This is an optimization exercise on Yosys and OpenROAD, whose aim is small area and a short achievable clock period, not a production implementation. The RTL was checked by simulation tests, not by an equivalence proof against the original design. Power and IR drop assume default switching activity.

==> quartz <==
// exec_core
module exec_core (
	input  logic                            clk,
	input  logic                            rst_n,
	input  logic                            instr_valid,
	input  logic [exec_pkg::data_w-1:0]     instr,
	input  logic                            dump_start,
	output logic                            busy,
	output logic                            illegal,	 
	output logic                            dump_valid,
	output logic [exec_pkg::reg_addr_w-1:0] dump_addr,
	output logic [exec_pkg::data_w-1:0]     dump_data
);
	exec_pkg::ctrl_t                 ctrl;
	logic [exec_pkg::data_w-1:0]     alu_result;
	logic                            dump_last;
	logic                            opa_en;
	logic                            opa_fix;
	logic                            fwd_dump;
	logic                            fwd_rd;
	logic [exec_pkg::data_w-1:0]     res_q;	 
	logic                            sub_i;
	logic                            dump_first;
	logic                            imm_en;
	logic [exec_pkg::data_w-1:0]     imm_ext;
	logic [exec_pkg::num_regs-1:1]   rf_rd_sel;
	logic [exec_pkg::data_w-1:0]     rf_rd_data;
	logic [exec_pkg::data_w-1:0]     rd_or;
	logic                            rf_wr_en;
	logic [exec_pkg::reg_addr_w-1:0] rf_wr_addr;
	logic [exec_pkg::data_w-1:0]     opa;
	logic [exec_pkg::data_w-1:0]     opb;
	logic [exec_pkg::data_w-1:0]     dump_word;
	exec_ctrl u_ctrl (
		.clk            (clk),
		.rst_n          (rst_n),
		.instr_valid    (instr_valid),
		.instr          (instr),
		.dump_start     (dump_start),
		.dump_count     (dump_addr),
		.dump_last      (dump_last),
		.rf_rd_sel      (rf_rd_sel),
  ...
==> flow/config.mk <==
export PLATFORM = sky130hd
export DESIGN_NAME = exec_core
export DESIGN_NICKNAME = exec_core
export VERILOG_FILES = /design/flow/design.v
export SDC_FILE = /design/flow/constraint.sdc
export NUM_CORES = 4
export LEC_CHECK = 0
export CAP_MARGIN = 10
export CORE_MARGIN = 2
export CORE_UTILIZATION = 45
export CTS_BUF_LIST = sky130_fd_sc_hd__clkbuf_8
export CTS_CLUSTER_DIAMETER = 50
export CTS_CLUSTER_SIZE = 16
export PLACE_DENSITY = 0.7
export SLEW_MARGIN = 10
==> flow/constraint.sdc <==
create_clock -name core_clock -period 9.0 [get_ports {clk}]
set_input_delay 1.8000 -clock core_clock [delete_from_list [all_inputs] [get_ports {clk}]]
set_output_delay 1.8000 -clock core_clock [all_outputs]
set_load 0.01 [all_outputs]
standard.sh (not shown) runs the stock make flow with config.mk's settings and CLKGATE_MAP_FILE= SYNTH_SCRIPT=/design/flow/synth_recipe.tcl, a recipe that flattens the netlist after the stock synthesis.
==> flow/flow/run.sh <==
#!/bin/bash
set -euo pipefail
export SETUP_SLACK_MARGIN=6.0
bash standard.sh > standard.log 2>&1
==> inputs of umber, as changes to quartz <==
--- a/flow/design.v
+++ b/flow/design.v
@@ -39,15 +39,17 @@
 	output logic [exec_pkg::data_w-1:0]     rd_data,
 	input  logic                            wr_en,
 	input  logic [exec_pkg::reg_addr_w-1:0] wr_addr,
 	input  logic [exec_pkg::data_w-1:0]     wr_data
 );
 	logic [exec_pkg::data_w-1:0]   regs [1:exec_pkg::num_regs-1];
+	logic [exec_pkg::data_w-1:0]   wd;
+	assign wd = rst_n ? wr_data : '0;
 	always_ff @(posedge clk) begin
 		for (int i = 1; i < exec_pkg::num_regs; i++) begin
-			if (!rst_n || (wr_en && wr_addr == i)) regs[i] <= wr_data;
+			if (!rst_n || (wr_en && wr_addr == i)) regs[i] <= wd;
 		end
 	end
 	always_comb begin
 		rd_data = rd_or;
 		for (int i = 1; i < exec_pkg::num_regs; i++) begin
 			rd_data |= regs[i] & {exec_pkg::data_w{rd_sel[i]}};
@@ -74,17 +76,15 @@
 	assign g  = a & b;
 	always_comb begin
 		gp = g;
 		pp = p;
 		gp[0] = g[0] | (p[0] & c.sub);	 
 		for (int k = 0; k < 5; k++) begin
-			for (int i = 0; i < n; i++) begin
-				if (i & (1 << k)) begin
-					gp[i] = gp[i] | (pp[i] & gp[((i >> k) << k) - 1]);
-					pp[i] = pp[i] & pp[((i >> k) << k) - 1];
-				end
+			for (int i = n - 1; i >= (1 << k); i--) begin
+				gp[i] = gp[i] | (pp[i] & gp[i - (1 << k)]);
+				pp[i] = pp[i] & pp[i - (1 << k)];
 			end
 		end
 	end
 	assign sum = p ^ {gp[n-2:0], c.sub};	 
 	assign lt  = (a[n-1] ^ b[n-1]) ? sum[n-1] : a[n-1];
 	always_comb begin
@@ -111,39 +111,40 @@
 `timescale 1ns/1ps
 module dump_counter (
 	input  logic                            clk,
 	input  logic                            rst_n,
 	input  logic                            dump_next,	 
 	output logic [exec_pkg::reg_addr_w-1:0] count,
+	output logic [exec_pkg::reg_addr_w-1:0] count_nxt,	 
 	output logic                            dump_last	 
 );
+	assign count_nxt = count + 1'b1;
 	always_ff @(posedge clk) begin
 		if (!rst_n) begin
 			count <= '0;
 		end else if (dump_next) begin
-			count <= count + 1'b1;	 
+			count <= count_nxt;	 
 		end
 	end
 	assign dump_last  = (count == '1);
 endmodule
 `timescale 1ns/1ps
 module exec_ctrl (
 	input  logic                            clk,
 	input  logic                            rst_n,
 	input  logic                            instr_valid,	 
 	input  logic [exec_pkg::data_w-1:0]     instr,
 	input  logic                            dump_start,	 
 	input  logic [exec_pkg::reg_addr_w-1:0] dump_count,
+	input  logic [exec_pkg::reg_addr_w-1:0] dump_count_nxt,
 	input  logic                            dump_last,
 	output logic [exec_pkg::num_regs-1:1]   rf_rd_sel,
 	output logic                            rf_wr_en,
 	output logic [exec_pkg::reg_addr_w-1:0] rf_wr_addr,
 	output logic                            opa_en,	 
-	output logic                            opa_fix,	 
-	output logic                            fwd_dump,	 
-	output logic                            fwd_rd,	 
+	output logic                            fwd,	 
 	output logic                            sub_i,	 
 	output logic                            imm_en,	 
 	output logic [exec_pkg::data_w-1:0]     imm_ext,
 	output exec_pkg::ctrl_t                 ctrl,
 	output logic                            dump_first,	 
 	output logic                            busy,
@@ -168,24 +169,12 @@
 	logic                            dump_q;
 	logic                            busy_q;	 
 	logic                            illegal_q;
 	logic                            we_e;	 
 	logic                            we_i;	 
 	logic                            wr_q;	 
-	logic                            wr3_q;	 
-	logic [exec_pkg::reg_addr_w-1:0] dest3_q;
-	logic                            fixa_q;	 
-	logic                            fixw_q;	 
-	logic                            fwdd_q;	 
-	logic                            fwd3_q;	 
-	logic [exec_pkg::num_regs-1:1]   rsel_q;	 
-	logic [exec_pkg::num_regs-1:1]   rsel_nxt;
-	logic                            fixa_nxt;
-	logic                            fwdd_nxt;
-	logic                            fwd3_nxt;
-	logic                            dump_go;
 	logic [exec_pkg::reg_addr_w-1:0] rs_q;
 	logic [exec_pkg::reg_addr_w-1:0] rt_q;
 	logic [exec_pkg::imm_w-1:0]      imm_q;
 	logic                            rtype_q;
 	logic                            sext_q;
 	exec_pkg::ctrl_t                 ctrl_q;
@@ -260,23 +249,21 @@
 			dump_q    <= 1'b0;
 			busy_q    <= 1'b0;
 			illegal_q <= 1'b0;
 			we_e      <= 1'b0;
 			we_i      <= 1'b0;
 			wr_q      <= 1'b0;
-			wr3_q     <= 1'b0;
 		end else begin
 			exec_q    <= accept;
 			post_q    <= exec_q;
 			dump_q    <= dump_nxt;
 			busy_q    <= accept || dump_nxt;
 			illegal_q <= accept && !legal;
 			we_e      <= accept && legal && (dest != '0);
 			we_i      <= we_e;
 			wr_q      <= we_i;
-			wr3_q     <= wr_q;
 		end
 	end
 	always_ff @(posedge clk) begin
 		if (idle) begin
 			rs_q    <= rs;
 			rt_q    <= rt;
@@ -284,69 +271,37 @@
 			rtype_q <= rtype;
 			sext_q  <= sext;
 			ctrl_q  <= dec;
 		end
 	end
 	always_ff @(posedge clk) begin
-		dest2_q <= dest1;
+		dest2_q <= rtype_q ? imm_q[15:11] : rt_q;
 		ctrl2_q <= ctrl_q;
-		dest3_q <= dest2_q;
 	end
-	logic [exec_pkg::reg_addr_w-1:0] dest1;
-	assign dump_go = idle && !instr_valid && dump_start;
-	assign dest1   = rtype_q ? imm_q[15:11] : rt_q;
-	logic [exec_pkg::reg_addr_w-1:0] dump_ahead;
-	assign dump_ahead = dump_count + 5'd2;
+	logic [exec_pkg::reg_addr_w-1:0] rd_addr;
+	logic                            rd_en;
 	always_comb begin
-		rsel_nxt = '0;
-		for (int i = 1; i < exec_pkg::num_regs; i++) begin
-			if (accept) rsel_nxt[i] = (rs == i);
-			else if (exec_q) rsel_nxt[i] = rtype_q && (rt_q == i);
-			else if (dump_go) rsel_nxt[i] = (i == 1);
-			else if (dump_q) rsel_nxt[i] = !dump_last && (dump_ahead == i);
-			if (wr_q && dest2_q == i) rsel_nxt[i] = 1'b0;
-		end
+		if (dump_q)      rd_addr = dump_count_nxt;
+		else if (exec_q) rd_addr = rs_q;
+		else             rd_addr = rt_q;
 	end
-	assign fixa_nxt = we_i && accept && (rs == dest1);
-	assign fwdd_nxt = we_i && dump_go && (dest1 == 5'd1);
+	assign rd_en = dump_q || exec_q || (post_q && rtype_q);
+	assign fwd   = rd_en && wr_q && (rd_addr == dest2_q);
 	always_comb begin
-		fwd3_nxt = 1'b0;
-		if (wr_q) begin
-			if (accept) fwd3_nxt = (rs == dest2_q);
-			else if (exec_q) fwd3_nxt = rtype_q && (rt_q == dest2_q);
-			else if (dump_go) fwd3_nxt = (dest2_q == 5'd1);
-			else if (dump_q) fwd3_nxt = !dump_last && (dump_ahead == dest2_q);
-		end
-	end
-	always_ff @(posedge clk) begin
-		if (!rst_n) begin
-			rsel_q <= '0;
-			fixa_q <= 1'b0;
-			fixw_q <= 1'b0;
-			fwdd_q <= 1'b0;
-			fwd3_q <= 1'b0;
-		end else begin
-			rsel_q <= rsel_nxt;
-			fixa_q <= fixa_nxt;
-			fixw_q <= fixa_q;
-			fwdd_q <= fwdd_nxt;
-			fwd3_q <= fwd3_nxt;
+		for (int i = 1; i < exec_pkg::num_regs; i++) begin
+			rf_rd_sel[i] = rd_en && (rd_addr == i);
 		end
 	end
-	assign rf_rd_sel = rsel_q;
-	assign fwd_rd    = fwd3_q;
-	assign fwd_dump  = fwdd_q;
-	assign opa_fix   = fixw_q;
-	assign opa_en  = !post_q || fixw_q;	 
+	assign opa_en  = !post_q;	 
 	assign sub_i   = ctrl_q.sub;	 
 	assign imm_en  = post_q && !rtype_q;
 	assign imm_ext = {{16{sext_q & imm_q[15]}}, imm_q};
-	assign rf_wr_en   = wr3_q;
-	assign rf_wr_addr = dest3_q;
+	assign rf_wr_en   = wr_q;
+	assign rf_wr_addr = dest2_q;
 	assign ctrl       = ctrl2_q;
-	assign dump_first = dump_go;
+	assign dump_first = (dump_count == '0);
 	assign illegal    = illegal_q;
 	assign busy       = busy_q;
 	assign dump_valid = dump_q;
 endmodule
 `timescale 1ns/1ps
 module exec_core (
@@ -360,45 +315,41 @@
 	output logic                            dump_valid,
 	output logic [exec_pkg::reg_addr_w-1:0] dump_addr,
 	output logic [exec_pkg::data_w-1:0]     dump_data
 );
 	exec_pkg::ctrl_t                 ctrl;
 	logic [exec_pkg::data_w-1:0]     alu_result;
+	logic [exec_pkg::reg_addr_w-1:0] dump_count_nxt;
 	logic                            dump_last;
 	logic                            opa_en;
-	logic                            opa_fix;
-	logic                            fwd_dump;
-	logic                            fwd_rd;
-	logic [exec_pkg::data_w-1:0]     res_q;	 
+	logic                            fwd;
 	logic                            sub_i;
 	logic                            dump_first;
 	logic                            imm_en;
 	logic [exec_pkg::data_w-1:0]     imm_ext;
 	logic [exec_pkg::num_regs-1:1]   rf_rd_sel;
 	logic [exec_pkg::data_w-1:0]     rf_rd_data;
 	logic [exec_pkg::data_w-1:0]     rd_or;
 	logic                            rf_wr_en;
 	logic [exec_pkg::reg_addr_w-1:0] rf_wr_addr;
 	logic [exec_pkg::data_w-1:0]     opa;
 	logic [exec_pkg::data_w-1:0]     opb;
-	logic [exec_pkg::data_w-1:0]     dump_word;
 	exec_ctrl u_ctrl (
 		.clk            (clk),
 		.rst_n          (rst_n),
 		.instr_valid    (instr_valid),
 		.instr          (instr),
 		.dump_start     (dump_start),
 		.dump_count     (dump_addr),
+		.dump_count_nxt (dump_count_nxt),
 		.dump_last      (dump_last),
 		.rf_rd_sel      (rf_rd_sel),
 		.rf_wr_en       (rf_wr_en),
 		.rf_wr_addr     (rf_wr_addr),
 		.opa_en         (opa_en),
-		.opa_fix        (opa_fix),
-		.fwd_dump       (fwd_dump),
-		.fwd_rd         (fwd_rd),
+		.fwd            (fwd),
 		.sub_i          (sub_i),
 		.imm_en         (imm_en),
 		.imm_ext        (imm_ext),
 		.ctrl           (ctrl),
 		.dump_first     (dump_first),
 		.busy           (busy),
@@ -407,36 +358,32 @@
 	);
 	dump_counter u_dump_cnt (
 		.clk        (clk),
 		.rst_n      (rst_n),
 		.dump_next  (dump_valid),
 		.count      (dump_addr),
+		.count_nxt  (dump_count_nxt),
 		.dump_last  (dump_last)
 	);
 	reg_file u_rf (
 		.clk     (clk),
 		.rst_n   (rst_n),
 		.rd_sel  (rf_rd_sel),
 		.rd_or   (rd_or),
 		.rd_data (rf_rd_data),
 		.wr_en   (rf_wr_en),
 		.wr_addr (rf_wr_addr),
-		.wr_data (res_q & {exec_pkg::data_w{rst_n}})	 
+		.wr_data (alu_result)
 	);
-	assign rd_or = (imm_ext & {exec_pkg::data_w{imm_en}}) |
-		(res_q & {exec_pkg::data_w{fwd_rd}});
+	assign rd_or = imm_ext & {exec_pkg::data_w{imm_en}};
 	always_ff @(posedge clk) begin
-		if (opa_en) opa <= opa_fix ? res_q : rf_rd_data;
-		if (dump_first)    dump_word <= '0;	 
-		else if (fwd_dump) dump_word <= alu_result;
-		else               dump_word <= rf_rd_data;
-		opb   <= rf_rd_data ^ {exec_pkg::data_w{sub_i}};	 
-		res_q <= alu_result;
+		if (opa_en) opa <= fwd ? alu_result : rf_rd_data;
+		opb <= rf_rd_data ^ {exec_pkg::data_w{sub_i}};	 
 	end
 	alu_unit u_alu (
 		.c      (ctrl),
 		.a      (opa),
 		.b      (opb),
 		.result (alu_result)
 	);
-	assign dump_data = dump_word;
+	assign dump_data = dump_first ? '0 : opa;
 endmodule
==> flow/run.sh (new file) <==
#!/bin/bash
# synth_recipe.tcl (not shown) runs the flow's synth.tcl, then flattens the netlist and writes it again
# the make line also repeats each setting of config.mk as NAME=value (left out here)
make -C /OpenROAD-flow-scripts/flow DESIGN_CONFIG=/design/flow/config.mk WORK_HOME=/design/flow/orfs CLKGATE_MAP_FILE= SYNTH_SCRIPT=/design/flow/synth_recipe.tcl finish
==> flow/config.mk (replaced) <==
export PLATFORM = sky130hd
export DESIGN_NAME = exec_core
export DESIGN_NICKNAME = exec_core
export VERILOG_FILES = /design/flow/design.v
export SDC_FILE = /design/flow/constraint.sdc
export NUM_CORES = 4
export LEC_CHECK = 0
export CAP_MARGIN = 0
export CORE_MARGIN = 2
export CORE_UTILIZATION = 45
export SETUP_SLACK_MARGIN = 5
export SLEW_MARGIN = 0
removed: flow/flow/run.sh
removed: flow/standard.sh
==> inputs of garnet, as changes to quartz <==
--- a/flow/config.mk
+++ b/flow/config.mk
@@ -8,8 +8,7 @@
 export CAP_MARGIN = 10
 export CORE_MARGIN = 2
 export CORE_UTILIZATION = 45
 export CTS_BUF_LIST = sky130_fd_sc_hd__clkbuf_8
 export CTS_CLUSTER_DIAMETER = 50
 export CTS_CLUSTER_SIZE = 16
-export PLACE_DENSITY = 0.7
 export SLEW_MARGIN = 10
==> summary of the runs <==
Critical path depth: quartz > garnet > umber.
In synthesized area, quartz and garnet do not differ.
Of garnet and quartz, garnet has the higher global-route usage (gap 1.5 points).
Register-to-register slack, lowest first: umber, quartz, garnet.
The highest first-iteration DRC count belongs to umber, the lowest to garnet.
Against umber, the sequential cell count of quartz is higher by 100.
In clock power, quartz and garnet hardly differ.
The highest non-clock buffer count belongs to umber, the lowest to garnet.
The highest core utilization belongs to umber, the lowest to garnet.
Clock skew: umber is lower than quartz (0.047 ns).
quartz finished with timing, DRC and antenna clean. umber went through all stages and came out clean. garnet went through all stages and came out clean.
==> figures <==
Final Wtd Congestion: quartz 0.914; garnet 0.948; umber 0.930
Multi-input gate area: quartz 0.0144 mm2; garnet 0.0144 mm2; umber 0.0155 mm2
Worst rel slew slack: quartz 13.9%; garnet 17.5%; umber 22.7%
Final clock period utilization by the worst path: quartz 35.7%; garnet 35.1%; umber 46.0%
Run status: quartz finished clean; garnet finished clean; umber finished clean
Power dissipated in combinational cells: quartz 1.97 mW; garnet 1.97 mW; umber 3.97 mW
Count of clock-net buffers in the final layout: quartz 110; garnet 116; umber 138
Post-synthesis sequential element count: quartz 1228; garnet 1228; umber 1128
Clock root buffer master: quartz sky130_fd_sc_hd__clkbuf_8; garnet sky130_fd_sc_hd__clkbuf_8; umber sky130_fd_sc_hd__clkbuf_16
Portion of netlist area occupied by mux cells: quartz 3.57%; garnet 3.57%; umber 5.18%
Flop-to-flop setup slack: quartz 5.78 ns; garnet 5.84 ns; umber 4.86 ns
DR pass1 iterations: quartz 13; garnet 8; umber 8
Worst min-delay path startpoint: quartz u_ctrl.ctrl_q[4]; garnet u_ctrl.ctrl_q[9]; umber u_ctrl.ctrl_q[6]
Net switching power: quartz 3.82 mW; garnet 3.89 mW; umber 5.23 mW
End point of the critical path: quartz dump_word[20]; garnet dump_word[8]; umber opa[26]
Time the final worst path needs with I/O delays and setup: quartz 3.22 ns; garnet 3.16 ns; umber 4.14 ns
Seq pwr share: quartz 59.2%; garnet 59.2%; umber 47.2%
Met2 capacity usage during global routing: quartz 43.0%; garnet 46.5%; umber 53.0%
Combinational group share of total power: quartz 14.8%; garnet 14.8%; umber 24.1%
Net total in the final layout: quartz 3606; garnet 3602; umber 3709
Via count of the first global-routing pass: quartz 31243; garnet 30835; umber 32829

[port drivers added, routing unchanged]
No port has a modelled driver above. Below, the same layouts with a new extraction and two added sets of constraints.
Step 1: set_driving_cell puts a clkbuf_16 on clk and a buf_2 on each other input, an assumption about the parent block.
Step 2 adds t to the input delays and takes it off the output delays; t is the mean of the earliest and latest rising clock arrival at the registers after step 1. Input paths then give back, and output paths get back, about the clock's delay inside the block.
Slacks: ideal / step 1 / step 2; pairs: ideal / step 1.
run | t (ns) | slack for setup (ns) | hold WS [ns] | worst register clock-pin slew, ns | pins driven straight from the clock port
quartz | 0.838 | 5.783 / 5.783 / 5.228 | 0.346 / 0.346 / 0.346 | 0.10 / 0.10 | 1
umber | 0.778 | 4.860 / 4.793 / 4.447 | 0.341 / 0.341 / 0.341 | 0.08 / 0.08 | 1
garnet | 0.869 | 5.841 / 5.834 / 5.234 | 0.336 / 0.336 / 0.336 | 0.10 / 0.10 | 1
After both steps setup and hold are still met in every run listed. The setup slack of garnet, which loses most, moves by -0.007 ns with the drivers and by -0.607 ns with both steps.
